This design comes from an exercise in tuning for small area, a short achievable clock period and few clock cycles on the open sky130 flow, not from production work. Only simulation tests tie the RTL to the original design; equivalence was not proved. No activity file was given, so power comes from the tool's default toggle rates.

[flow/config.mk]
export PLATFORM = sky130hd
export DESIGN_NAME = dcache_top
export DESIGN_NICKNAME = dcache_top
export VERILOG_FILES = /design/flow/design.v
export SDC_FILE = /design/flow/constraint.sdc
export NUM_CORES = 4
export LEC_CHECK = 0
export CAP_MARGIN = 20
export CORE_MARGIN = 2
export CORE_UTILIZATION = 40
export SETUP_SLACK_MARGIN = 5
export SLEW_MARGIN = 20
export TNS_END_PERCENT = 10
[flow/constraint.sdc]
create_clock -name core_clock -period 9.0 [get_ports {clk_i}]
set_input_delay 1.8000 -clock core_clock [delete_from_list [all_inputs] [get_ports {clk_i}]]
set_output_delay 1.8000 -clock core_clock [all_outputs]
set_load 0.01 [all_outputs]
[flow/design.v]
`default_nettype none
package dcache_pkg;
  localparam int unsigned XLEN       = 32;
  localparam int unsigned ADDR_W     = 32;
  localparam int unsigned BE_W       = XLEN / 8;
  localparam int unsigned INDEX_W    = 5;
  localparam int unsigned OFF_W      = 2;
  localparam int unsigned TAG_W      = ADDR_W - INDEX_W - OFF_W;
  localparam int unsigned NUM_LINES  = 1 << INDEX_W;
  localparam int unsigned WBUF_DEPTH = 4;
  localparam int unsigned WBUF_PTR_W = $clog2(WBUF_DEPTH);
  localparam int unsigned RQ_DEPTH   = 6;   
  localparam int unsigned MQ_DEPTH   = 4;   
  localparam logic [1:0] LD_IDLE   = 2'd0;
  localparam logic [1:0] LD_LOOKUP = 2'd1;
  localparam logic [1:0] LD_MISS   = 2'd2;
endpackage
`default_nettype wire
`default_nettype none
module dcache_top (
  input  wire                            clk_i,
  input  wire                            rst_n_i,
  input  wire                            enable_i,
  input  wire                            flush_i,
  output logic                           flush_ack_o,
  output logic                           miss_o,
  output logic                           wbuffer_empty_o,
  input  wire                            ld_req_i,
  input  wire [dcache_pkg::ADDR_W-1:0]   ld_addr_i,
  output logic                           ld_gnt_o,
  output logic                           ld_rvalid_o,
  output logic [dcache_pkg::XLEN-1:0]    ld_rdata_o,
  input  wire                            st_req_i,
  input  wire [dcache_pkg::ADDR_W-1:0]   st_addr_i,
  input  wire [dcache_pkg::XLEN-1:0]     st_wdata_i,
  input  wire [dcache_pkg::BE_W-1:0]     st_be_i,
  output logic                           st_gnt_o,
  output logic                           mem_req_o,
  output logic                           mem_we_o,
  output logic [dcache_pkg::ADDR_W-1:0]  mem_addr_o,
  output logic [dcache_pkg::XLEN-1:0]    mem_wdata_o,
  output logic [dcache_pkg::BE_W-1:0]    mem_be_o,
  input  wire                            mem_gnt_i,
  input  wire                            mem_rvalid_i,
  input  wire [dcache_pkg::XLEN-1:0]     mem_rdata_i
);
  localparam int unsigned NL  = dcache_pkg::NUM_LINES;
  localparam int unsigned IW  = dcache_pkg::INDEX_W;
  localparam int unsigned TW  = dcache_pkg::TAG_W;
  localparam int unsigned WA  = dcache_pkg::ADDR_W - dcache_pkg::OFF_W;
  localparam int unsigned RQN = dcache_pkg::RQ_DEPTH;
  localparam int unsigned RQW = $clog2(RQN);
  localparam int unsigned MQN = dcache_pkg::MQ_DEPTH;
  localparam int unsigned MQW = $clog2(MQN + 1);
  function automatic logic [RQW:0] qinc(input logic [RQW:0] p);
    qinc = (p[RQW-1:0] == RQW'(RQN - 1)) ? ((RQW + 1)'(~p[RQW]) << RQW) : (p + 1'b1);
  endfunction
  logic [TW-1:0] tag_q   [NL];
  logic [31:0]   data_q  [NL];
  logic [NL-1:0] valid_q;
  logic          a_v_q;
  logic          a_st_q;
  logic [WA-1:0] a_addr_q;
  logic [NL-1:0] a_oh_q;
  logic [31:0]   s_data_q;
  logic [3:0]    s_be_q;
  logic          l2_v_q;
  logic [WA-1:0] l2_addr_q;
  logic          en_q;
  logic [RQN-1:0] rq_rdy_q;
  logic [RQN-1:0] rq_pend_q;
  logic [RQN-1:0] rq_alloc_q;
  logic [RQN-1:0] rq_we_q;
  logic [RQN-1:0] rq_dep_q;
  logic [RQW-1:0] rq_dslot_q [RQN];
  logic [IW-1:0]  rq_idx_q  [RQN];
  logic [31:0]    rq_data_q [RQN];
  logic [RQW:0]   rq_h_q;
  logic [RQW:0]   rq_t_q;
  logic [RQW:0]   rq_cnt_q;
  logic [RQW-1:0] ms_slot_q [RQN];
  logic [RQW:0]   ms_t_q;
  logic [RQW:0]   ms_r_q;
  logic [RQW:0]   ms_w_q;
  logic [MQN-1:0] mq_v_q;
  logic           mq_we_q   [MQN];
  logic [WA-1:0]  mq_addr_q [MQN];
  logic [31:0]    mq_data_q [MQN];
  logic [3:0]     mq_be_q   [MQN];
  logic [2:0]     st_cnt_q;
  logic           wb_empty_q;
  logic           gnt_q;
  logic           out_v_q;
  logic [31:0]    out_data_q;
  logic           miss_q;
  logic           fl_ack_q;
  logic           fl_done_q;
  logic [IW-1:0] a_idx;
  logic [TW-1:0] a_tag;
  logic [RQN-1:0] hzv;
  logic          hz;
  logic [RQW-1:0] hz_slot;
  logic          stall;
  logic          go;
  logic          st_go;
  logic          ld_go;
  logic          acc_st;
  logic          acc_ld;
  assign a_idx = a_addr_q[IW-1:0];
  assign a_tag = a_addr_q[WA-1:IW];
  always_comb begin
    hz_slot = '0;
    for (int i = 0; i < RQN; i++) begin
      hzv[i] = rq_pend_q[i] && rq_alloc_q[i] && (rq_idx_q[i] == a_idx);
      if (hzv[i]) hz_slot = hz_slot | RQW'(i);
    end
  end
  assign hz = |hzv;
  assign stall = (a_st_q && hz) || mq_v_q[MQN-1] || (!a_st_q && (rq_cnt_q == (RQW + 1)'(RQN)));
  assign go    = a_v_q && !stall;
  assign st_go = go && a_st_q;
  assign ld_go = go && !a_st_q;
  assign ld_gnt_o = gnt_q;
  assign st_gnt_o = gnt_q;
  assign acc_st   = st_req_i && gnt_q;
  assign acc_ld   = ld_req_i && gnt_q;
  logic          l_hit;
  logic          ld_hit;
  logic          ld_miss;
  logic [31:0]   l_data;
  logic [TW-1:0] l_tag;
  logic [31:0]   l_word;
  always_comb begin
    l_tag  = '0;
    l_word = '0;
    for (int l = 0; l < NL; l++) begin
      l_tag  = l_tag  | (tag_q[l]  & {TW{a_oh_q[l]}});
      l_word = l_word | (data_q[l] & {32{a_oh_q[l]}});
    end
  end
  assign l_hit   = |(valid_q & a_oh_q) && (l_tag == a_tag);
  assign ld_hit  = l_hit && en_q;
  assign ld_miss = ld_go && !ld_hit;
  logic          sw_v_q;
  logic [IW-1:0] sw_idx_q;
  logic [3:0]    sw_be_q;
  logic [31:0]   sw_data_q;
  logic          sw_fwd;
  assign sw_fwd = sw_v_q && (sw_idx_q == a_idx);
  always_comb begin
    l_data = l_word;
    for (int b = 0; b < 4; b++) begin
      if (sw_fwd && sw_be_q[b]) l_data[8*b +: 8] = sw_data_q[8*b +: 8];
    end
  end
  logic           rf_defer;
  logic [RQW-1:0] hd_slot_q;
  logic [IW-1:0]  hd_idx_q;
  logic           hd_we_q;
  logic [RQW-1:0] ms_w_slot;
  logic           rf_do;
  logic           rf_we;
  logic [IW-1:0]  w_idx;
  logic [31:0]    w_data;
  logic [31:0]    rf_data;
  logic [3:0]     w_be;
  assign rf_defer  = (ms_w_q != ms_r_q);
  assign ms_w_slot = hd_slot_q;
  assign rf_do     = !sw_v_q && (rf_defer || mem_rvalid_i);
  assign rf_we     = rf_do && hd_we_q;
  assign w_idx     = sw_v_q ? sw_idx_q : hd_idx_q;
  assign rf_data   = rf_defer ? rq_data_q[ms_w_slot] : mem_rdata_i;
  assign w_data    = sw_v_q ? sw_data_q : rf_data;
  assign w_be      = sw_v_q ? sw_be_q : {4{rf_we}};
  always_ff @(posedge clk_i or negedge rst_n_i) begin
    if (!rst_n_i) begin
      sw_v_q <= 1'b0;
    end else begin
      sw_v_q <= st_go && l_hit;
    end
  end
  always_ff @(posedge clk_i) begin
    if (st_go) begin
      sw_idx_q  <= a_idx;
      sw_be_q   <= s_be_q;
      sw_data_q <= s_data_q;
    end
  end
  always_ff @(posedge clk_i) begin
    for (int l = 0; l < NL; l++) begin
      for (int b = 0; b < 4; b++) begin
        if (w_be[b] && (w_idx == IW'(l))) data_q[l][8*b +: 8] <= w_data[8*b +: 8];
      end
    end
    for (int l = 0; l < NL; l++) begin
      if (ld_go && en_q && a_oh_q[l]) tag_q[l] <= a_tag;
    end
  end
  always_ff @(posedge clk_i or negedge rst_n_i) begin
    if (!rst_n_i) begin
      valid_q <= '0;
    end else if (fl_ack_q) begin
      valid_q <= '0;
    end else if (ld_go && en_q) begin
      valid_q <= valid_q | a_oh_q;
    end
  end
  always_ff @(posedge clk_i or negedge rst_n_i) begin
    if (!rst_n_i) begin
      a_v_q  <= 1'b0;
      a_st_q <= 1'b0;
      l2_v_q <= 1'b0;
      en_q   <= 1'b0;
    end else begin
      en_q <= enable_i;
      if (acc_st) begin
        a_v_q  <= 1'b1;
        a_st_q <= 1'b1;
        l2_v_q <= acc_ld;
      end else if (acc_ld) begin
        a_v_q  <= 1'b1;
        a_st_q <= 1'b0;
      end else if (!a_v_q || go) begin
        a_v_q  <= l2_v_q;
        a_st_q <= 1'b0;
        l2_v_q <= 1'b0;
      end
    end
  end
  always_ff @(posedge clk_i) begin
    if (acc_st) begin
      a_addr_q <= st_addr_i[dcache_pkg::ADDR_W-1:dcache_pkg::OFF_W];
      a_oh_q   <= NL'(1) << st_addr_i[dcache_pkg::OFF_W +: IW];
      s_data_q <= st_wdata_i;
      s_be_q   <= st_be_i;
    end else if (acc_ld) begin
      a_addr_q <= ld_addr_i[dcache_pkg::ADDR_W-1:dcache_pkg::OFF_W];
      a_oh_q   <= NL'(1) << ld_addr_i[dcache_pkg::OFF_W +: IW];
    end else if (l2_v_q && go) begin
      a_addr_q <= l2_addr_q;
      a_oh_q   <= NL'(1) << l2_addr_q[IW-1:0];
    end
    if (acc_ld) begin
      l2_addr_q <= ld_addr_i[dcache_pkg::ADDR_W-1:dcache_pkg::OFF_W];
    end
  end
  logic           rq_pop;
  logic           rq_push;
  logic [RQW-1:0] ms_r_slot;
  logic           ld_dep;
  logic           dep_now;
  assign ld_dep  = ld_hit && hz;
  assign dep_now = rf_do && (ms_w_slot == hz_slot);
  assign rq_pop    = (rq_cnt_q != '0) && (rq_pend_q[rq_h_q[RQW-1:0]] ? rf_do : rq_rdy_q[rq_h_q[RQW-1:0]]);
  assign rq_push   = ld_go;
  logic [RQW:0]   ms_w_n;
  logic [RQW:0]   ms_w_inc;
  logic [RQW-1:0] ms_nx_slot;
  assign ms_w_inc   = qinc(ms_w_q);
  assign ms_w_n     = rf_do ? ms_w_inc : ms_w_q;
  assign ms_nx_slot = ms_slot_q[ms_w_inc[RQW-1:0]];
  always_ff @(posedge clk_i) begin
    if (ms_w_n == ms_t_q) begin
      hd_slot_q <= rq_t_q[RQW-1:0];
      hd_idx_q  <= a_idx;
      hd_we_q   <= en_q;
    end else if (rf_do) begin
      hd_slot_q <= ms_nx_slot;
      hd_idx_q  <= rq_idx_q[ms_nx_slot];
      hd_we_q   <= rq_we_q[ms_nx_slot];
    end
  end
  assign ms_r_slot = ms_slot_q[ms_r_q[RQW-1:0]];
  always_ff @(posedge clk_i or negedge rst_n_i) begin
    if (!rst_n_i) begin
      rq_rdy_q   <= '0;
      rq_pend_q  <= '0;
      rq_alloc_q <= '0;
      rq_we_q    <= '0;
      rq_dep_q   <= '0;
      rq_h_q     <= '0;
      rq_t_q     <= '0;
      rq_cnt_q   <= '0;
      ms_t_q     <= '0;
      ms_r_q     <= '0;
      ms_w_q     <= '0;
      out_v_q    <= 1'b0;
      miss_q     <= 1'b0;
    end else begin
      for (int i = 0; i < RQN; i++) begin
        if (rf_do && rq_dep_q[i] && (rq_dslot_q[i] == ms_w_slot)) begin
          rq_rdy_q[i] <= 1'b1;
          rq_dep_q[i] <= 1'b0;
        end
        if (ld_miss && en_q && hzv[i]) begin
          rq_alloc_q[i] <= 1'b0;
        end
      end
      if (rq_push) begin
        rq_rdy_q[rq_t_q[RQW-1:0]]   <= ld_hit && (!hz || dep_now);
        rq_dep_q[rq_t_q[RQW-1:0]]   <= ld_dep && !dep_now;
        rq_pend_q[rq_t_q[RQW-1:0]]  <= !ld_hit;
        rq_alloc_q[rq_t_q[RQW-1:0]] <= !ld_hit && en_q;
        rq_we_q[rq_t_q[RQW-1:0]]    <= !ld_hit && en_q;
        rq_t_q                      <= qinc(rq_t_q);
      end
      if (mem_rvalid_i) begin
        rq_rdy_q[ms_r_slot] <= 1'b1;
        ms_r_q              <= qinc(ms_r_q);
      end
      if (rf_do) begin
        rq_pend_q[ms_w_slot] <= 1'b0;
        ms_w_q               <= qinc(ms_w_q);
      end
      if (ld_miss) begin
        ms_t_q <= qinc(ms_t_q);
      end
      if (rq_pop) begin
        rq_h_q <= qinc(rq_h_q);
      end
      if (rq_push && !rq_pop) begin
        rq_cnt_q <= rq_cnt_q + 1'b1;
      end else if (rq_pop && !rq_push) begin
        rq_cnt_q <= rq_cnt_q - 1'b1;
      end
      out_v_q <= rq_pop;
      miss_q  <= ld_miss;
    end
  end
  always_ff @(posedge clk_i) begin
    for (int i = 0; i < RQN; i++) begin
      if (ld_go && (rq_t_q[RQW-1:0] == RQW'(i))) begin
        rq_idx_q[i]   <= a_idx;
        rq_dslot_q[i] <= hz_slot;
        rq_data_q[i]  <= (hz && dep_now) ? rf_data : l_data;
      end else if (mem_rvalid_i && (ms_r_slot == RQW'(i))) begin
        rq_data_q[i] <= mem_rdata_i;
      end else if (rf_do && rq_dep_q[i] && (rq_dslot_q[i] == ms_w_slot)) begin
        rq_data_q[i] <= rf_data;
      end
    end
    if (ld_miss) begin
      ms_slot_q[ms_t_q[RQW-1:0]] <= rq_t_q[RQW-1:0];
    end
    if (rq_pop) begin
      out_data_q <= rq_rdy_q[rq_h_q[RQW-1:0]] ? rq_data_q[rq_h_q[RQW-1:0]] : mem_rdata_i;
    end
  end
  assign ld_rvalid_o = out_v_q;
  assign ld_rdata_o  = out_data_q;
  assign miss_o      = miss_q;
  logic           mq_push;
  logic           mq_pop;
  logic [MQN-1:0] mq_slot_p;
  logic [MQN-1:0] mq_slot_np;
  logic [MQN-1:0] mq_v_p;
  logic [MQN-1:0] mq_v_np;
  assign mq_push = st_go || ld_miss;
  assign mq_pop  = mq_v_q[0] && mem_gnt_i;
  always_comb begin
    for (int i = 0; i < MQN; i++) begin
      mq_slot_p[i]  = mq_v_q[i] && ((i + 1 < MQN) ? !mq_v_q[(i + 1) % MQN] : 1'b1);
      mq_slot_np[i] = ((i == 0) ? 1'b1 : mq_v_q[(i + MQN - 1) % MQN]) && !mq_v_q[i];
      mq_v_p[i]     = (mq_push && mq_slot_p[i]) || ((i + 1 < MQN) ? mq_v_q[(i + 1) % MQN] : 1'b0);
      mq_v_np[i]    = (mq_push && mq_slot_np[i]) || mq_v_q[i];
    end
  end
  logic [2:0] st_cnt_n;
  always_comb begin
    st_cnt_n = st_cnt_q;
    if (acc_st && !(mq_pop && mq_we_q[0])) st_cnt_n = st_cnt_q + 1'b1;
    else if (!acc_st && (mq_pop && mq_we_q[0])) st_cnt_n = st_cnt_q - 1'b1;
  end
  always_ff @(posedge clk_i or negedge rst_n_i) begin
    if (!rst_n_i) begin
      mq_v_q     <= '0;
      st_cnt_q   <= '0;
      wb_empty_q <= 1'b1;
    end else begin
      mq_v_q <= mq_pop ? mq_v_p : mq_v_np;
      st_cnt_q   <= st_cnt_n;
      wb_empty_q <= (st_cnt_n == '0);
    end
  end
  always_ff @(posedge clk_i) begin
    for (int i = 0; i < MQN; i++) begin
      if (mq_pop) begin
        if ((go && mq_slot_p[i]) || (i + 1 == MQN)) begin
          mq_we_q[i]   <= a_st_q;
          mq_addr_q[i] <= a_addr_q;
          mq_data_q[i] <= s_data_q;
          mq_be_q[i]   <= s_be_q;
        end else begin
          mq_we_q[i]   <= mq_we_q[(i + 1) % MQN];
          mq_addr_q[i] <= mq_addr_q[(i + 1) % MQN];
          mq_data_q[i] <= mq_data_q[(i + 1) % MQN];
          mq_be_q[i]   <= mq_be_q[(i + 1) % MQN];
        end
      end else if (go && mq_slot_np[i]) begin
        mq_we_q[i]   <= a_st_q;
        mq_addr_q[i] <= a_addr_q;
        mq_data_q[i] <= s_data_q;
        mq_be_q[i]   <= s_be_q;
      end
    end
  end
  assign mem_req_o       = mq_v_q[0];
  assign mem_we_o        = mq_we_q[0];
  assign mem_addr_o      = {mq_addr_q[0], {dcache_pkg::OFF_W{1'b0}}};
  assign mem_wdata_o     = mq_data_q[0];
  assign mem_be_o        = mq_be_q[0];
  assign wbuffer_empty_o = wb_empty_q;
  logic           hold;
  logic [IW-1:0]  st_idx_in;
  logic [IW-1:0]  ld_idx_in;
  logic           rq_full_pop;
  logic           rq_full_nopop;
  logic           rq_full_n;
  logic           mq_full_pop;
  logic           mq_full_nopop;
  logic           mq_full_n;
  logic           ld_stall_n;
  logic           hz_st_base;
  logic           hz_st_hd;
  logic           hz_a_base;
  logic           hz_a_hd;
  logic           hz_st_n;
  logic           hz_a_n;
  logic           rq_pop_n;
  assign hold      = a_v_q && !go;
  assign st_idx_in = st_addr_i[dcache_pkg::OFF_W +: IW];
  assign ld_idx_in = ld_addr_i[dcache_pkg::OFF_W +: IW];
  assign rq_full_pop   = ((RQW + 2)'(rq_cnt_q) + (RQW + 2)'(ld_go)) >= (RQW + 2)'(RQN + 1);
  assign rq_full_nopop = ((RQW + 2)'(rq_cnt_q) + (RQW + 2)'(ld_go)) >= (RQW + 2)'(RQN);
  assign rq_pop_n      = (rq_cnt_q != '0) && (rq_pend_q[rq_h_q[RQW-1:0]] ? rf_do : rq_rdy_q[rq_h_q[RQW-1:0]]);
  assign rq_full_n     = rq_pop_n ? rq_full_pop : rq_full_nopop;
  assign mq_full_pop   = mq_v_q[MQN-1] && go;
  assign mq_full_nopop = mq_v_q[MQN-1] || (mq_v_q[MQN-2] && go);
  assign mq_full_n     = mq_pop ? mq_full_pop : mq_full_nopop;
  assign ld_stall_n = rq_full_n || mq_full_n;
  always_comb begin
    hz_st_base = ld_go && en_q && (a_idx == st_idx_in);
    hz_a_base  = ld_go && en_q;
    hz_st_hd   = 1'b0;
    hz_a_hd    = 1'b0;
    for (int i = 0; i < RQN; i++) begin
      if (rq_pend_q[i] && rq_alloc_q[i]) begin
        if (hd_slot_q == RQW'(i)) begin
          if (rq_idx_q[i] == st_idx_in) hz_st_hd = 1'b1;
          if (rq_idx_q[i] == a_idx) hz_a_hd = 1'b1;
        end else begin
          if (rq_idx_q[i] == st_idx_in) hz_st_base = 1'b1;
          if (rq_idx_q[i] == a_idx) hz_a_base = 1'b1;
        end
      end
    end
  end
  assign hz_st_n = hz_st_base || (hz_st_hd && !rf_do);
  assign hz_a_n  = hz_a_base || (hz_a_hd && !rf_do);
  always_ff @(posedge clk_i or negedge rst_n_i) begin
    if (!rst_n_i) begin
      gnt_q <= 1'b1;
    end else if (gnt_q) begin
      if (st_req_i) begin
        gnt_q <= !ld_req_i && !(hz_st_n || mq_full_n);
      end else if (ld_req_i) begin
        gnt_q <= !ld_stall_n;
      end else begin
        gnt_q <= 1'b1;
      end
    end else if (hold) begin
      gnt_q <= !l2_v_q && !(a_st_q ? (hz_a_n || mq_full_n) : ld_stall_n);
    end else if (l2_v_q) begin
      gnt_q <= !ld_stall_n;
    end else begin
      gnt_q <= 1'b1;
    end
  end
  always_ff @(posedge clk_i or negedge rst_n_i) begin
    if (!rst_n_i) begin
      fl_ack_q  <= 1'b0;
      fl_done_q <= 1'b0;
    end else begin
      fl_ack_q  <= flush_i && !fl_done_q && !fl_ack_q && (st_cnt_q == '0);
      fl_done_q <= flush_i && (fl_done_q || fl_ack_q);
    end
  end
  assign flush_ack_o = fl_ack_q;
endmodule
`default_nettype wire
[flow/run.sh]
#!/bin/bash
# synth_recipe.tcl (not shown) runs the flow's synth.tcl, then flattens the netlist and writes it again
# the make line also repeats each setting of config.mk as NAME=value (left out here)
make -C /OpenROAD-flow-scripts/flow DESIGN_CONFIG=/design/flow/config.mk WORK_HOME=/design/flow/orfs CLKGATE_MAP_FILE= SYNTH_SCRIPT=/design/flow/synth_recipe.tcl finish
==> results of run 1 <==
[metrics by stage]
step / power, mW / instances / worst slack, ns / instance area, sq um / hold slack (ns)
after global routing: 54.1 / 11227 / 4.72 / 123000 / 0.459
after detailed placement: 39.9 / 10690 / 3.48 / 113000 / 0.432
final: 52.4 / 11231 / 4.75 / 123000 / 0.434
after global placement: 39.4 / 10687 / 3.47 / 113000 / 0.416
after floorplan: 31.7 / 7180 / 4.52 / 106000 / 0.408
after CTS: 51.8 / 11211 / 4.79 / 123000 / 0.441
[routing by layer]
layer | up-vias | GRT usage
met5 | - | 0
met4 | 6 | 0.112
met3 | 900 | 0.0559
met2 | 5037 | 0.420
met1 | 36236 | 0.362
li1 | 29170 | -
[registers in the layout, summed over array words and instances, names as in the netlist, 5 cells and up]
name / count
a_addr_q: 30
a_oh_q: 32
data_q: 1024
hd_idx_q: 5
l2_addr_q: 30
mq_addr_q: 120
mq_be_q: 16
mq_data_q: 128
ms_slot_q: 18
out_data_q: 32
rq_alloc_q: 6
rq_data_q: 192
rq_dep_q: 6
rq_dslot_q: 18
rq_idx_q: 30
rq_pend_q: 6
rq_rdy_q: 6
rq_we_q: 6
s_data_q: 32
sw_data_q: 32
sw_idx_q: 5
tag_q: 800
valid_q: 32
[logic make-up (layout without fill, tap and decap cells)]
logic type | after synthesis | in the layout
AND/OR/NAND/NOR | 1545 | 1545
multiplexers | 288 | 288
other | 1 | 14
adder cells (fa/ha/maj) | 32 | 32
AO/OA/AOI/OAI | 1957 | 1961
buffers and inverters | 554 | 1074
XOR/XNOR | 140 | 140
flip-flops | 2662 | 2662
[worst max-delay path: stages (launching register included)]
cell      delay [ns]
dfrtp_4         0.58
buf_6           0.67
nand2b_1        0.22
o32ai_2         0.59
inv_1           0.14
nor2_1          0.30
nand2_1         0.32
nor2_1          0.98
[final timing paths]
path	from	end	slack, ns
min in group asynchronous	rst_n_i	rq_t_q[2]	0.90
min	fl_done_q	fl_ack_q	0.43
max in group asynchronous	rst_n_i	sw_v_q	6.81
max reg2reg	sw_v_q	data_q[24][23]	4.75
min reg2reg	fl_done_q	fl_ack_q	0.43
max	sw_v_q	data_q[24][23]	4.75
[area by class of cell]
type	count	area [sq um]
Tap cell	3515	4400
Sequential cell	2662	77400
Antenna cell	12	30.0
Inverter	52	213
Clock inverter	134	1260
Fill cell	22406	139000
Clock buffer	362	7780
Timing Repair Buffer	526	5030
Multi-Input combinational cell	3968	26800
[layout by cell type, fill, tap and decap left out, types with 37 or more instances in the layout]
master and instances:
nor3_1 42, o21ai_1 99, nand4_1 219, dfxtp_1 201, xnor2_1 66, a22oi_1 741
nor2_1 577, a221oi_1 129, clkdlybuf4s50_1 239, clkbuf_1 53, nand2b_1 52, nor4_1 45
clkbuf_16 296, o22ai_1 146, a222oi_1 37, buf_4 226, edfxtp_1 2359, clkinv_1 50
o21ai_0 276, a22o_1 184, xor2_1 72, mux2i_1 75, inv_1 42, nand2_1 419
a21oi_1 73, mux2_2 143, dfrtp_1 96, o211ai_1 91
[power by group]
part,switching [mW],internal [mW]
logic,14.0,5.68
clock network,4.81,6.75
registers,1.30,19.8
[timing repair]
action,4_1_cts,5_1_grt
cloned,4,0
resized for setup,76,59
setup buffers,21,7
pin swaps,6,1
endpoints found under the setup margin,1848,1974
==> impl_metrics.toml, run 1 <==
[detailed_routing]
route.met2.wl_microns = 170000
postRouteAntennaNets = 0
vias_per_cell = 6.35
drc_errors = 0
wl_met3_microns = 44000
wl_met1_microns = 140000
routedWlPerCell_microns = 33.1
first_pass_iters = 9
wl_microns = 371000
dr.first_iter.drc_count = 11651
route.vias.total = 71349
top_layer = "met5"

[power_and_ir_drop]
powerDensity_nw_per_um2 = 426
cellLeakagePower_nw = 40.4
ir_worst_vdd_mv = 0.362

[timing]
period_share = 0.472
fin_crit_ns = 4.25
slew_violations = 0
totalNegativeSetupSlack_ns = 0
rsz0062_at_grt = "yes"
setup_viol = 0
hold_violations = 0
slew_headroom = 0.175
worst_pin_slew_ns = 1.23
skew_ns = 0.0585
fmax_ghz = 0.236

[global_route]
grt_pass1_wl_microns = 516000
grt_pass1_vias = 67589
grt-ovfl-total = 0
antenna_found_initial = 15
track_usage = 0.268
grt_max_degree = 73

[synthesis]
synth_area_leaders = "edfxtp_1, a22oi_1, dfxtp_1"
synth_cells = 7179
async_flop_share = 0.0383
synth_top_family_by_area = "compound AO/OA/AOI/OAI gates"
syn_avg_cell_area_sq_um = 14.7
yosys_warnings = 10
synth_ff_type = "edfxtp_1"
muxShareOfSynthArea = 0.0316
synth_common_cells = "edfxtp_1, a22oi_1, nor2_1"
yosysUniqueCellTypes = 77
netlist_area_sq_um = 106000
synth_top_cell_area_share = 0.671
ys_seq_area_frac = 0.734
synthXorXnorAreaFrac = 0.0116
synth_seq_cells = 2662
yosysMostFrequentCell = "edfxtp_1"
synth_edf_count = 2359
synth_compound_area_frac = 0.131
synth_fa_ha_area_frac = 0.00386
synth-simple-area-share = 0.0668
yosys.area.top_type = "edfxtp_1"

[place]
port_buffers = 241
dpl.hpwl_microns = 204000
gp_congestion = 0.871

[cts]
cts_htree_levels = 5
cts_tree = "yes"
clockBufferDepth = 4
clkSlewWorstSetupHoldPaths_ns = 0.06
cts_sinks = 2662
clk_latency_ns = 0.94
clock-root-buffer = "clkbuf_16"
cts_made_buffers = 285
ctsHoldBuffers = 0

[critical_path]
cp_data_arrival_time_ns = 4.75
worst-path-max-fanout = 64
start_kind = "flip-flop"
crit_type = "flip-flop to flip-flop"
required_ns = 9.51
worstRegToRegCells = 7
worst_setup_path_end_kind = "flip-flop"

[die]
die-area_sq_um = 268000
num_rows = 188
die_y_microns = 518
core_region_area_sq_um = 262000
ioPinCount = 248
dieWidth_microns = 518
initial_core_util = 0.402

[final_layout]
drive_gt1_frac = 0.140
post-route-util = 0.469
final_nets = 7667
syn_to_final_growth_pct = 16.5

[outcome]
outcome = "complete, no violations"

[hold_path]
hold_depth = 1
hold_class = "flip-flop to flip-flop"

[run]
cap_violations = 0
Testbench counts, summed over its fixed seeds: cycles 16,904.
==> run 2: changes to the inputs <==
==> flow/flow/run.sh (new file) <==
#!/bin/bash
set -euo pipefail
echo 'export SETUP_SLACK_MARGIN = 6' >> config.mk
bash standard.sh > standard.log 2>&1
==> flow/standard.sh (new file) <==
#!/bin/bash
# synth_recipe.tcl (not shown) runs the flow's synth.tcl, then flattens the netlist and writes it again
# the make line also repeats each setting of config.mk as NAME=value (left out here)
make -C /OpenROAD-flow-scripts/flow DESIGN_CONFIG=/design/flow/config.mk WORK_HOME=/design/flow/orfs CLKGATE_MAP_FILE= SYNTH_SCRIPT=/design/flow/synth_recipe.tcl "${@:-finish}"
--- a/flow/config.mk
+++ b/flow/config.mk
@@ -8,6 +8,6 @@
 export CAP_MARGIN = 20
 export CORE_MARGIN = 2
 export CORE_UTILIZATION = 40
-export SETUP_SLACK_MARGIN = 5
 export SLEW_MARGIN = 20
 export TNS_END_PERCENT = 10
+export SETUP_SLACK_MARGIN = 6
removed: flow/run.sh
==> run 2 against run 1 <==
  * Via count rose by 7.0%
  * Synthesized cell count did not move
  * Largest cell class unchanged
  * Cell count rose by 3.8%
  * Die area did not move
  * Clock skew rose by 0.023 ns
  * Sequential share of layout area fell by 4.0 points
  * Wire length rose by 14%
  * Worst setup slack improved by 0.62 ns
  * Flip-flop and latch count did not move
==> impl_metrics.toml, run 2 <==
[final_layout]
final_common_cell = "edfxtp_1"
syn_to_final_growth_pct = 24.5
largest_registers = "data_q x1024, tag_q x800, rq_data_q x192"
final_nets = 8099
final_cell_mix = "edfxtp_1, a22oi_1, nor2_1"
final_cells = 11654
regMostFlops = "data_q"
finalInstanceArea_sq_um = 131000
drive_gt1_frac = 0.225
post-route-util = 0.501
largest_reg_flops = 1024

[critical_path]
worstRegToRegCells = 5
cpPeakStageDelay_ns = 0.92
slowest_stage = "o22ai_1"
reg2reg_to = "data_q[29][18]"
crit_type = "flip-flop to flip-flop"
crit_family = "simple AND/OR/NAND/NOR gates"
reg2reg_from = "sw_v_q"
cp_data_arrival_time_ns = 4.12
required_ns = 9.50
start_kind = "flip-flop"
crit_buf_inv = 0
worst_setup_path_end_kind = "flip-flop"
path_cells = "nand2b_1 > o22ai_1 > nor2b_1 > nand2_1 > nor2_2"
worst-path-max-fanout = 12
ff2ff_setup_slack_ns = 5.38

[timing]
slew_violations = 0
setup_viol = 0
rsz0062_at_grt = "yes"
period_share = 0.402
totalNegativeSetupSlack_ns = 0
fin_crit_ns = 3.62
worst_pin_slew_ns = 1.31
slew_headroom = 0.124
fmax_ghz = 0.276
skew_ns = 0.0813
hold_violations = 0

[synthesis]
syn_avg_cell_area_sq_um = 14.7
yosys.area.top_type = "edfxtp_1"
synth_ff_type = "edfxtp_1"
synth_common_cells = "edfxtp_1, a22oi_1, nor2_1"
synth_edf_count = 2359
synth_top_cell_area_share = 0.671
async_flop_share = 0.0383
synth_cells = 7179
netlist_area_sq_um = 106000
synth_seq_cells = 2662
yosysMostFrequentCell = "edfxtp_1"
synth_area_leaders = "edfxtp_1, a22oi_1, dfxtp_1"
yosysUniqueCellTypes = 77
ys_seq_area_frac = 0.734
yosys_warnings = 10

[hold_path]
hold_depth = 1
hold_class = "flip-flop to flip-flop"
hold_start = "fl_done_q"
whs_endpoint = "fl_ack_q"

[place]
dpl_cell_area_sq_um = 113000
dp_cells = 10725
dpl.hpwl_microns = 218000
gp_congestion = 0.894
port_buffers = 241

[run]
cap_violations = 0

[detailed_routing]
wl_microns = 424000
route.vias.total = 76326
postRouteAntennaNets = 0
first_pass_iters = 9
routedWlPerCell_microns = 36.4
wl_met1_microns = 150000
route.met2.wl_microns = 185000
dr.first_iter.drc_count = 14195
vias_per_cell = 6.55
drc_errors = 0
top_layer = "met5"
wl_met3_microns = 64100

[power_and_ir_drop]
cellLeakagePower_nw = 44.4
power_mw = 58.3
ir_worst_vdd_mv = 0.352
powerDensity_nw_per_um2 = 444

[outcome]
outcome = "complete, no violations"

[global_route]
track_usage = 0.281
grt_max_degree = 77
grt-ovfl-total = 0
grt_pass1_wl_microns = 538000
grt_pass1_vias = 69427
antenna_found_initial = 21

[cts]
cts_sinks = 2662
cts_htree_levels = 5
clkSlewWorstSetupHoldPaths_ns = 0.07
clock-root-buffer = "clkbuf_16"
clk_latency_ns = 0.96
clockBufferDepth = 4
ctsHoldBuffers = 0
cts_tree = "yes"
cts_made_buffers = 284

[die]
dieWidth_microns = 518
num_rows = 188
die_y_microns = 518
initial_core_util = 0.402
die-area_sq_um = 268000
core_region_area_sq_um = 262000
ioPinCount = 248
[run 2: cell count changes in the layout (fill, tap and decap cells not counted), moves of 72 or more]
| cell | previous run | this run |
|---|---|---|
| buf_12 | 26 | 103 |
| buf_4 | 226 | 407 |
| clkdlybuf4s50_1 | 239 | 126 |
| dlygate4sd2_1 | 0 | 97 |
| o21ai_0 | 276 | 187 |
| o21ai_2 | 17 | 89 |
[run 2: where the power goes]
| part | switching (mW) | total, mW | internal, mW | leakage (nW) |
|---|---|---|---|---|
| clock | 4.84 | 11.5 | 6.62 | 4.27 |
| sequential | 1.38 | 21.2 | 19.8 | 24.5 |
| combinational | 16.9 | 25.7 | 8.71 | 15.7 |
| total | 23.2 | 58.3 | 35.2 | 44.4 |
[run 2: how the worst max path moves through the flow]
stage / slack, ns / cells after the start / from / endpoint
finish: 5.38 / 5 / sw_v_q / data_q[29][18]
global route: 5.34 / 15 / a_oh_q[4] / rq_rdy_q[0]
detailed placement: 3.30 / 9 / mem_rvalid_i / hd_idx_q[2]
CTS: 5.44 / 2 / gnt_q / st_gnt_o
floorplan: 4.96 / 12 / mem_rvalid_i / rq_cnt_q[3]
global placement: 3.35 / 9 / mem_rvalid_i / hd_idx_q[3]
[run 2: cell type report]
cell class              count  area [sq um]
well taps                3515          4400
clock buffers             349          7460
fillers                 21504        131000
repair buffers            941         10900
clock inverters           129          1330
multi-input cells        3986         29600
diodes                     20          50.0
inverters                  52           265
flip-flops and latches   2662         77400
[run 2: cell families after synthesis]
family	after synthesis	share of synthesized area
AO/OA/AOI/OAI	1957	0.131
buffers and inverters	554	0.0213
XOR/XNOR	140	0.0116
flip-flops	2662	0.734
AND/OR/NAND/NOR	1545	0.0668
multiplexers	288	0.0316
adder cells (fa/ha/maj)	32	0.00386
other	1	0.0000355
[run 2: per-layer routing]
layer / vias to the layer above / global-route usage
li1: 30090 / -
met1: 38486 / 0.379
met2: 6484 / 0.430
met3: 1252 / 0.0666
met4: 14 / 0.131
met5: - / 0
[run 2: repair_timing]
item / 4_1_cts / 5_1_grt
resized for setup: 563 / 656
cloned: 26 / 73
hold endpoints to repair: 0 / 0
pin swaps: 76 / 199
endpoints found under the setup margin: 4061 / 3535
buffers inserted: 143 / 188
[run 2: stage by stage]
step | setup slack, ns | hold WS (ns)
finish | 5.38 | 0.428
global route | 5.34 | 0.438
CTS | 5.44 | 0.430
detailed placement | 3.30 | 0.423
global placement | 3.35 | 0.418
floorplan | 4.96 | 0.408
==> run 3: changes to the inputs <==
--- a/flow/config.mk
+++ b/flow/config.mk
@@ -7,7 +7,7 @@
 export LEC_CHECK = 0
 export CAP_MARGIN = 20
 export CORE_MARGIN = 2
-export CORE_UTILIZATION = 40
+export CORE_UTILIZATION = 60
 export SLEW_MARGIN = 20
 export TNS_END_PERCENT = 10
 export SETUP_SLACK_MARGIN = 6
==> run 3 against run 2 <==
  * Area after synthesis stayed put
  * Utilization rose by 24 points
  * Die area shrank 33%
  * Largest cell class unchanged
  * Clock skew fell by 0.028 ns
  * Critical path type is now input pin to flip-flop
  * Cell area decreased by 1.0%
  * Critical path depth is 4 higher
  * Critical endpoint is now gnt_q
  * Clock power about the same
  * Synthesized cell count unchanged
  * Sequential share of layout area increased by 0.61 points
  * Worst setup slack got worse by 0.11 ns
  * First-iteration DRC count grew 5.5%
==> impl_metrics.toml, run 3 <==
[outcome]
outcome = "complete, no violations"

[detailed_routing]
routedWlPerCell_microns = 40.4
drc_errors = 0
vias_per_cell = 7.42
wl_microns = 422000
first_pass_iters = 9
dr.first_iter.drc_count = 14975
postRouteAntennaNets = 0
route.vias.total = 77541

[critical_path]
ff2ff_setup_slack_ns = 5.32
crit_buf_inv = 1
cp_data_arrival_time_ns = 4.57
start_kind = "input pin"
worst-path-max-fanout = 8
crit_family = "simple AND/OR/NAND/NOR gates"
crit_type = "input pin to flip-flop"
cpPeakStageDelay_ns = 0.69
required_ns = 9.83
cp.depth = 9
worstRegToRegCells = 11
reg2reg_to = "rq_data_q[3][23]"
slowest_stage = "clkdlybuf4s50_1"
reg2reg_from = "a_oh_q[31]"
path_cells = "clkdlybuf4s50_1 > xor2_1 > nor4_1 > nand4_1 > or2_2 > a41oi_1 > a311oi_1 > o21ai_0 > o32ai_1"
worst_setup_path_end_kind = "flip-flop"

[die]
die_y_microns = 423
ioPinCount = 248
dieWidth_microns = 423
core_region_area_sq_um = 174000
die-area_sq_um = 179000
num_rows = 153
initial_core_util = 0.605

[cts]
cts_htree_levels = 5
clockBufferDepth = 4
cts_made_buffers = 285
cts_sinks = 2662
cts_tree = "yes"
clkSlewWorstSetupHoldPaths_ns = 0.06
clk_latency_ns = 0.95
clock-root-buffer = "clkbuf_16"

[final_layout]
final_common_cell = "edfxtp_1"
final_nets = 8082
largest_reg_flops = 1024
largest_registers = "data_q x1024, tag_q x800, rq_data_q x192"
drive_gt1_frac = 0.214
multi_input_area_sq_um = 29800
seq_area_sq_um = 77400
fill_cells = 10591
syn_to_final_growth_pct = 23.2
post-route-util = 0.746
final_cell_mix = "edfxtp_1, a22oi_1, nor2_1"
final_cells = 10454
regMostFlops = "data_q"

[synthesis]
synth_area_leaders = "edfxtp_1, a22oi_1, dfxtp_1"
synth_ff_type = "edfxtp_1"
synth_seq_cells = 2662
synth-simple-area-share = 0.0668
yosys_warnings = 10
synth_edf_count = 2359
yosysMostFrequentCell = "edfxtp_1"
synth_top_cell_area_share = 0.671
yosysUniqueCellTypes = 77
synth_cells = 7179
synth_common_cells = "edfxtp_1, a22oi_1, nor2_1"
async_flop_share = 0.0383
synthXorXnorAreaFrac = 0.0116
synth_top_family_by_area = "compound AO/OA/AOI/OAI gates"
muxShareOfSynthArea = 0.0316
synth_compound_area_frac = 0.131
ys_seq_area_frac = 0.734
yosys.area.top_type = "edfxtp_1"
synth_fa_ha_area_frac = 0.00386
syn_avg_cell_area_sq_um = 14.7
netlist_area_sq_um = 106000

[power_and_ir_drop]
power.internal_mw = 35.1
switching_power_mw = 23.4
seqPwrFrac = 0.363
p_sw_frac = 0.400
p_clk_frac = 0.195
ir_worst_vdd_mv = 0.314
power_frac_comb = 0.442
cellLeakagePower_nw = 44.4
powerDensity_nw_per_um2 = 450

[global_route]
track_usage = 0.444
grt_pass1_wl_microns = 550000
grtUsageMet1 = 0.583
use_met3 = 0.135
grt-ovfl-total = 0
grt_pass1_vias = 70761
met2_usage = 0.643
antenna_found_initial = 33
grt_max_degree = 74
busiest_layer = "met2"

[timing]
fmax_ghz = 0.268
hold_violations = 0
slew_violations = 0
period_share = 0.415
rsz0062_at_grt = "yes"
slew_headroom = 0.175
fin_crit_ns = 3.73
setup_viol = 0
whs_ns = 0.436
totalNegativeSetupSlack_ns = 0
skew_ns = 0.0536
worst_pin_slew_ns = 1.23

[run]
cap_violations = 0

[place]
gp_congestion = 0.891
dp_cells = 9508
port_buffers = 241
dpl.hpwl_microns = 201000

[hold_path]
hold_class = "flip-flop to flip-flop"
hold_start = "fl_done_q"
whs_endpoint = "fl_ack_q"
hold_depth = 1
-- run 3: cell counts after synthesis --
No cell type changed its count.
-- run 3: timing repair --
item / in CTS / in global routing
setup buffers: 210 / 102
resized for setup: 688 / 322
cloned: 87 / 40
hold buffers: 0 / 0
setup endpoints to repair: 4081 / 3874
pin swaps: 139 / 85
-- run 3: power groups by stage --
stage / sequential (mW) / combinational [mW] / clock [mW]
after floorplan: 21.3 / 10.5 / 0
after global placement: 21.3 / 17.9 / 0
after detailed placement: 21.4 / 18.3 / 0
after CTS: 21.1 / 22.9 / 11.3
after global routing: 21.4 / 26.4 / 11.8
final: 21.2 / 25.9 / 11.4
-- run 3: metrics by stage --
stage / setup slack, ns / total power, mW / instance area [sq um]
2_1_floorplan: 4.96 / 31.7 / 106000
3_3_place_gp: 3.63 / 39.2 / 111000
3_5_place_dp: 3.59 / 39.7 / 111000
4_1_cts: 5.38 / 55.4 / 127000
5_1_grt: 5.33 / 59.6 / 130000
6_report: 5.27 / 58.5 / 130000
-- run 3: logic make-up after synthesis --
| kind of cell | Yosys count |
|---|---|
| buffers and inverters | 554 |
| other | 1 |
| and+or+nand+nor | 1545 |
| AOI/OAI and AO/OA | 1957 |
| xor gates and xnor gates | 140 |
| DFF | 2662 |
| muxes | 288 |
| adders and majority gates | 32 |
-- run 3: worst max path at each step --
stage / to / slack, ns / from
2_1_floorplan: rq_cnt_q[3] / 4.96 / mem_rvalid_i
3_3_place_gp: hd_idx_q[2] / 3.63 / mem_rvalid_i
3_5_place_dp: hd_idx_q[4] / 3.59 / mem_rvalid_i
4_1_cts: ld_gnt_o / 5.38 / gnt_q
5_1_grt: gnt_q / 5.33 / st_addr_i[6]
6_report: gnt_q / 5.27 / st_addr_i[6]
-- run 3: cell type report --
type                            count  share of cell area
Antenna cell                       24            0.000462
Clock inverter                    105             0.00793
Sequential cell                  2662               0.595
Tap cell                         2325              0.0224
Clock buffer                      377              0.0598
Timing Repair Buffer              895              0.0834
Inverter                           52             0.00175
Multi-Input combinational cell   4014               0.229
-- run 3: metal layers --
layer  up-vias  share of wire
met4        20          0.083
met5         -        0.00038
met3      1724           0.16
met1     38125           0.33
li1      30146              -
met2      7526           0.42
-- run 3: worst register-to-register path, cell delays in order (launching register included) --
cell and delay, ns:
edfxtp_1 0.46, buf_6 0.17, buf_16 0.15, buf_4 0.17
buf_16 0.22, a22o_1 0.24, a221oi_1 0.23, nand4_1 0.17
nor3_2 0.71, a21oi_1 0.36, mux2i_4 0.31, o21ai_0 0.16
==> run 4: changes to the inputs <==
--- a/flow/config.mk
+++ b/flow/config.mk
@@ -8,6 +8,8 @@
 export CAP_MARGIN = 20
 export CORE_MARGIN = 2
 export CORE_UTILIZATION = 60
+export CTS_CLUSTER_DIAMETER = 90
+export CTS_CLUSTER_SIZE = 24
 export SLEW_MARGIN = 20
 export TNS_END_PERCENT = 10
 export SETUP_SLACK_MARGIN = 6
==> run 4 against run 3 <==
  * Combinational power fell by 2%
  * Sequential share of layout area rose by 2.6 points
  * Critical path depth did not move
  * Register-to-register slack improved by 0.13 ns
  * Cell count fell by 3.0%
  * Die area did not move
  * Highest routed layer unchanged
==> impl_metrics.toml, run 4 <==
[outcome]
outcome = "complete, no violations"

[die]
initial_core_util = 0.605
core_region_area_sq_um = 174000
die-area_sq_um = 179000
dieWidth_microns = 423
num_rows = 153
die_y_microns = 423
ioPinCount = 248

[detailed_routing]
first_pass_iters = 9
vias_per_cell = 7.53
dr.first_iter.drc_count = 14751
top_layer = "met5"
postRouteAntennaNets = 0
wl_microns = 417000
wl_met3_microns = 66800
drc_errors = 0
route.vias.total = 76305
route.met2.wl_microns = 180000
wl_met1_microns = 137000
routedWlPerCell_microns = 41.1

[final_layout]
final_cell_mix = "edfxtp_1, a22oi_1, nor2_1"
final_common_cell = "edfxtp_1"
final_cells = 10137
post-route-util = 0.715
regMostFlops = "data_q"
syn_to_final_growth_pct = 18.1
drive_gt1_frac = 0.198
fill_cells = 11277
largest_registers = "data_q x1024, tag_q x800, rq_data_q x192"
final_nets = 7906
largest_reg_flops = 1024

[timing]
slew_headroom = 0.236
setup_viol = 0
worst_pin_slew_ns = 1.15
hold_violations = 0
fin_crit_ns = 3.55
skew_ns = 0.0453
slew_violations = 0
period_share = 0.395
fmax_ghz = 0.281
totalNegativeSetupSlack_ns = 0
rsz0062_at_grt = "yes"

[synthesis]
syn_avg_cell_area_sq_um = 14.7
synth_cells = 7179
ys_seq_area_frac = 0.734
synth_edf_count = 2359
synth_seq_cells = 2662
yosysMostFrequentCell = "edfxtp_1"
synth_ff_type = "edfxtp_1"
yosys.area.top_type = "edfxtp_1"
synth_top_cell_area_share = 0.671
netlist_area_sq_um = 106000
synth_area_leaders = "edfxtp_1, a22oi_1, dfxtp_1"
yosys_warnings = 10
yosysUniqueCellTypes = 77
async_flop_share = 0.0383
synth_common_cells = "edfxtp_1, a22oi_1, nor2_1"

[cts]
cts_sinks = 2662
cts_made_buffers = 134
cts_tree = "yes"
clk_latency_ns = 0.87
cts_htree_levels = 4
clkSlewWorstSetupHoldPaths_ns = 0.10
clock-root-buffer = "clkbuf_16"
clockBufferDepth = 3

[global_route]
grt_pass1_wl_microns = 543000
grt_pass1_vias = 69251
antenna_found_initial = 29
track_usage = 0.439
grt-ovfl-total = 0
grt_max_degree = 74

[critical_path]
start_kind = "flip-flop"
crit_type = "flip-flop to flip-flop"
worst-path-max-fanout = 29
cp_data_arrival_time_ns = 4.14
required_ns = 9.59
worst_setup_path_end_kind = "flip-flop"

[place]
dpl.hpwl_microns = 201000
gp_congestion = 0.891
dp_cells = 9508
port_buffers = 241

[hold_path]
hold_class = "flip-flop to flip-flop"

[power_and_ir_drop]
cellLeakagePower_nw = 41.8
powerDensity_nw_per_um2 = 429
ir_worst_vdd_mv = 0.322
power_mw = 53.4

[run]
cap_violations = 0
==> run 4: cells by family (layout without fill, tap and decap cells) <==
family	count (synthesis)	count (layout)	synth area share
other cells	1	20	0.0000355
flops	2662	2662	0.734
compound gates	1957	1967	0.131
buf+inv	554	1134	0.0213
xor+xnor	140	140	0.0116
fa+ha+maj	32	32	0.00386
mux	288	304	0.0316
simple gates	1545	1553	0.0668
==> run 4: path summary, 6_finish.rpt <==
path                       slack [ns]  cells past startpoint                to  startpoint
min reg2reg                      0.43                      1          fl_ack_q   fl_done_q
max                              5.45                      9  rq_data_q[4][21]   a_oh_q[8]
min                              0.43                      1          fl_ack_q   fl_done_q
min in group asynchronous        0.90                      1           out_v_q     rst_n_i
max reg2reg                      5.45                      9  rq_data_q[4][21]   a_oh_q[8]
max in group asynchronous        6.64                      2            sw_v_q     rst_n_i
==> run 4: per-stage QoR <==
| stage | setup slack [ns] | hold WS, ns | cell area [sq um] |
|---|---|---|---|
| final | 5.45 | 0.435 | 125000 |
| after global routing | 5.46 | 0.467 | 125000 |
| after CTS | 5.54 | 0.435 | 122000 |
| after detailed placement | 3.59 | 0.427 | 111000 |
| after global placement | 3.63 | 0.420 | 111000 |
| after floorplan | 4.96 | 0.408 | 106000 |
==> run 4: layout make-up <==
cell class	count	area (sq um)	share of cell area
clock buffer	169	3580	0.0287
inverter	52	235	0.00189
multi-input combinational	3998	29500	0.236
tap	2325	2910	0.0233
sequential	2662	77400	0.621
timing repair buffer	886	10700	0.0855
clock inverter	27	312	0.00250
antenna	18	45.0	0.000361
==> run 4: per-layer routing <==
layer | vias up | GRT usage
met5 | - | 0
li1 | 29566 | -
met2 | 7238 | 0.643
met4 | 26 | 0.273
met1 | 37915 | 0.583
met3 | 1560 | 0.126
==> run 4: power by group <==
group	switching [mW]	internal, mW	leakage (nW)
registers	1.39	19.8	24.5
clock network	3.96	2.91	1.89
logic	17.0	8.39	15.5
==> run 4: repair_timing <==
action | in CTS | in global routing
setup buffers | 201 | 93
gates resized for setup | 772 | 293
pin swaps | 114 | 73
cloned | 80 | 41
hold buffers | 0 | 0
endpoints found under the setup margin | 4081 | 3899
==> run 4: critical path, cell delays in order (launching register included) <==
cell and delay (ns):
edfxtp_1 0.49, buf_4 0.25, bufbuf_16 0.37, a22o_1 0.24, a221oi_1 0.34, nand4_1 0.17
nor3_2 0.73, a21oi_1 0.25, mux2i_4 0.28, o21ai_0 0.14
==> run 5: changes to the inputs <==
==> flow/flow/run.sh (replaced) <==
#!/bin/bash
# Standard layout with a tighter target for timing repair: the repair aims
# at setup slack SETUP_SLACK_MARGIN below the clock period the SDC gives.
set -e
cp standard.sh standard_copy.sh.txt
cp config.mk config_in.mk.txt
echo 'export SETUP_SLACK_MARGIN = 6' >> config.mk
bash standard.sh > standard.log 2>&1
--- a/flow/config.mk
+++ b/flow/config.mk
@@ -7,9 +7,7 @@
 export LEC_CHECK = 0
 export CAP_MARGIN = 20
 export CORE_MARGIN = 2
-export CORE_UTILIZATION = 60
-export CTS_CLUSTER_DIAMETER = 90
-export CTS_CLUSTER_SIZE = 24
+export CORE_UTILIZATION = 40
 export SLEW_MARGIN = 20
 export TNS_END_PERCENT = 10
 export SETUP_SLACK_MARGIN = 6
==> run 5 against run 4 <==
  * Clock power up 68%
  * Highest routed layer unchanged
  * Area after synthesis unchanged
  * Clock skew up 0.036 ns
  * Sequential share of layout area down 3.2 points
  * Non-clock buffer count up 55
  * Critical path depth down 4
  * Global-route usage down 16 points
  * Cell count up 15%
  * Total power up 9.1%
  * Worst setup slack worse by 0.068 ns
  * Sequential power about the same
  * First-iteration DRC count down 3.8%
==> impl_metrics.toml, run 5 <==
[timing]
period_share = 0.402
finalWorstSetupSlack_ns = 5.38
fin_crit_ns = 3.62
setup_viol = 0
totalNegativeSetupSlack_ns = 0
slew_violations = 0
hold_violations = 0
fmax_ghz = 0.276
skew_ns = 0.0813
worst_pin_slew_ns = 1.31
rsz0062_at_grt = "yes"
slew_headroom = 0.124

[detailed_routing]
drc_errors = 0
dr.first_iter.drc_count = 14195
routedWlPerCell_microns = 36.4
postRouteAntennaNets = 0
vias_per_cell = 6.55
first_pass_iters = 9
wl_microns = 424000
route.vias.total = 76326

[final_layout]
final_common_cell = "edfxtp_1"
drive_gt1_frac = 0.225
largest_registers = "data_q x1024, tag_q x800, rq_data_q x192"
post-route-util = 0.501
largest_reg_flops = 1024
final_cell_mix = "edfxtp_1, a22oi_1, nor2_1"
syn_to_final_growth_pct = 24.5
regMostFlops = "data_q"
final_cells = 11654
final_nets = 8099

[cts]
cts_htree_levels = 5
clkSlewWorstSetupHoldPaths_ns = 0.07
cts_made_buffers = 284
cts_sinks = 2662
cts_tree = "yes"
clock-root-buffer = "clkbuf_16"
clk_latency_ns = 0.96
ctsHoldBuffers = 0
clockBufferDepth = 4

[critical_path]
worst_setup_path_end_kind = "flip-flop"
crit_type = "flip-flop to flip-flop"
required_ns = 9.50
start_kind = "flip-flop"
worst-path-max-fanout = 12
cp_data_arrival_time_ns = 4.12

[place]
gp_congestion = 0.894
dp_cells = 10725
dpl.hpwl_microns = 218000
port_buffers = 241
post-place-ws_ns = 3.30

[synthesis]
ys_seq_area_frac = 0.734
yosys_warnings = 10
synth_area_leaders = "edfxtp_1, a22oi_1, dfxtp_1"
synth_common_cells = "edfxtp_1, a22oi_1, nor2_1"
async_flop_share = 0.0383
synth_top_cell_area_share = 0.671
yosysUniqueCellTypes = 77
netlist_area_sq_um = 106000
synth_cells = 7179
synth_seq_cells = 2662
synth_edf_count = 2359
syn_avg_cell_area_sq_um = 14.7
yosys.area.top_type = "edfxtp_1"
synth_ff_type = "edfxtp_1"
yosysMostFrequentCell = "edfxtp_1"

[power_and_ir_drop]
ir_worst_vdd_mv = 0.352
powerDensity_nw_per_um2 = 444
cellLeakagePower_nw = 44.4
power_mw = 58.3

[global_route]
grt_pass1_vias = 69427
grt_max_degree = 77
grt_pass1_wl_microns = 538000
antenna_found_initial = 21
grt-ovfl-total = 0
track_usage = 0.281

[die]
die_y_microns = 518
die-area_sq_um = 268000
dieWidth_microns = 518
num_rows = 188
ioPinCount = 248
initial_core_util = 0.402
core_region_area_sq_um = 262000

[run]
cap_violations = 0

[outcome]
outcome = "complete, no violations"

[hold_path]
hold_class = "flip-flop to flip-flop"
[run 5: cell counts after synthesis]
No cell type changed its count.
[run 5: final timing paths]
| path | startpoint | to | slack (ns) | depth (start not counted) |
|---|---|---|---|---|
| worst max-delay path | sw_v_q | data_q[29][18] | 5.38 | 5 |
| max in group asynchronous | rst_n_i | a_st_q | 7.04 | 2 |
| worst min-delay path | fl_done_q | fl_ack_q | 0.43 | 1 |
| worst max register to register | sw_v_q | data_q[29][18] | 5.38 | 5 |
| worst min register to register | fl_done_q | fl_ack_q | 0.43 | 1 |
| min in group asynchronous | rst_n_i | rq_h_q[1] | 0.77 | 1 |
[run 5: per-layer routing]
layer | GRT usage | vias up | routed length [microns]
met5 | 0 | - | 93
met4 | 0.131 | 14 | 24700
met2 | 0.430 | 6484 | 185000
met1 | 0.379 | 38486 | 150000
li1 | - | 30090 | -
met3 | 0.0666 | 1252 | 64100
[run 5: critical path, cell delays in order, from the launching register on]
cell and delay (ns):
dfrtp_4 0.57, nand2b_1 0.20, o22ai_1 0.92, nor2b_1 0.34, nand2_1 0.30, nor2_2 0.82
[run 5: timing repair]
item,4_1_cts,5_1_grt
setup buffers,143,188
pin swaps,76,199
endpoints found under the setup margin,4061,3535
resized for setup,563,656
cloned,26,73
[run 5: power breakdown]
part	leakage [nW]	internal (mW)	total (mW)	switching [mW]
clock	4.27	6.62	11.5	4.84
combinational	15.7	8.71	25.7	16.9
sequential	24.5	19.8	21.2	1.38
[run 5: final cells by class]
cell class / instances / area [sq um]
Antenna cell: 20 / 50.0
Clock buffer: 349 / 7460
Clock inverter: 129 / 1330
Fill cell: 21504 / 131000
Inverter: 52 / 265
Multi-Input combinational cell: 3986 / 29600
Sequential cell: 2662 / 77400
Tap cell: 3515 / 4400
Timing Repair Buffer: 941 / 10900
[run 5: cells by family after synthesis]
group / share of synthesized area
mux: 0.0316
flops: 0.734
other cells: 0.0000355
buf+inv: 0.0213
simple gates: 0.0668
xor+xnor: 0.0116
compound gates: 0.131
fa+ha+maj: 0.00386
[run 5: through the flow]
stage          hold slack [ns]  area (sq um)
4_1_cts                  0.430        126000
3_3_place_gp             0.418        113000
3_5_place_dp             0.423        113000
5_1_grt                  0.438        131000
6_report                 0.428        131000
2_1_floorplan            0.408        106000

-- separate check: timing with driven ports --
Ports are ideal in the flow. The routed layouts listed here were re-timed in OpenROAD.
Step 1 sets driving cells, clkbuf_16 on the clock port and buf_2 on the other inputs (assumed; they add their load-dependent delay and slew).
Step 2 times the ports against the registers' clock, not the clock port: input delays grow and output delays shrink by t, the midpoint of the rising clock arrivals with the driver on.
Slacks: no drivers / after step 1 / after step 2; pairs: no drivers / after step 1.
| run | t (ns) | setup slack, ns | hold WS [ns] | worst setup path after step 2 | cell pins on the clock port's net |
|---|---|---|---|---|---|
| run 1 | 1.010 | 4.754 / 4.739 / 4.258 | 0.434 / 0.434 / 0.434 | input to register | 1 |
| run 2 | 1.024 | 5.379 / 5.324 / 4.485 | 0.428 / 0.428 / 0.428 | input to register | 1 |
| run 3 | 1.022 | 5.267 / 5.299 / 4.277 | 0.436 / 0.436 / 0.436 | input to register | 1 |
| run 4 | 0.947 | 5.447 / 5.447 / 4.856 | 0.435 / 0.435 / 0.435 | input to register | 1 |
| run 5 | 1.024 | 5.379 / 5.324 / 4.485 | 0.428 / 0.428 / 0.428 | input to register | 1 |
After both steps every run listed still meets setup and hold. The setup slack of run 3, which loses most, moves by +0.032 ns with the drivers and by -0.990 ns with both steps.
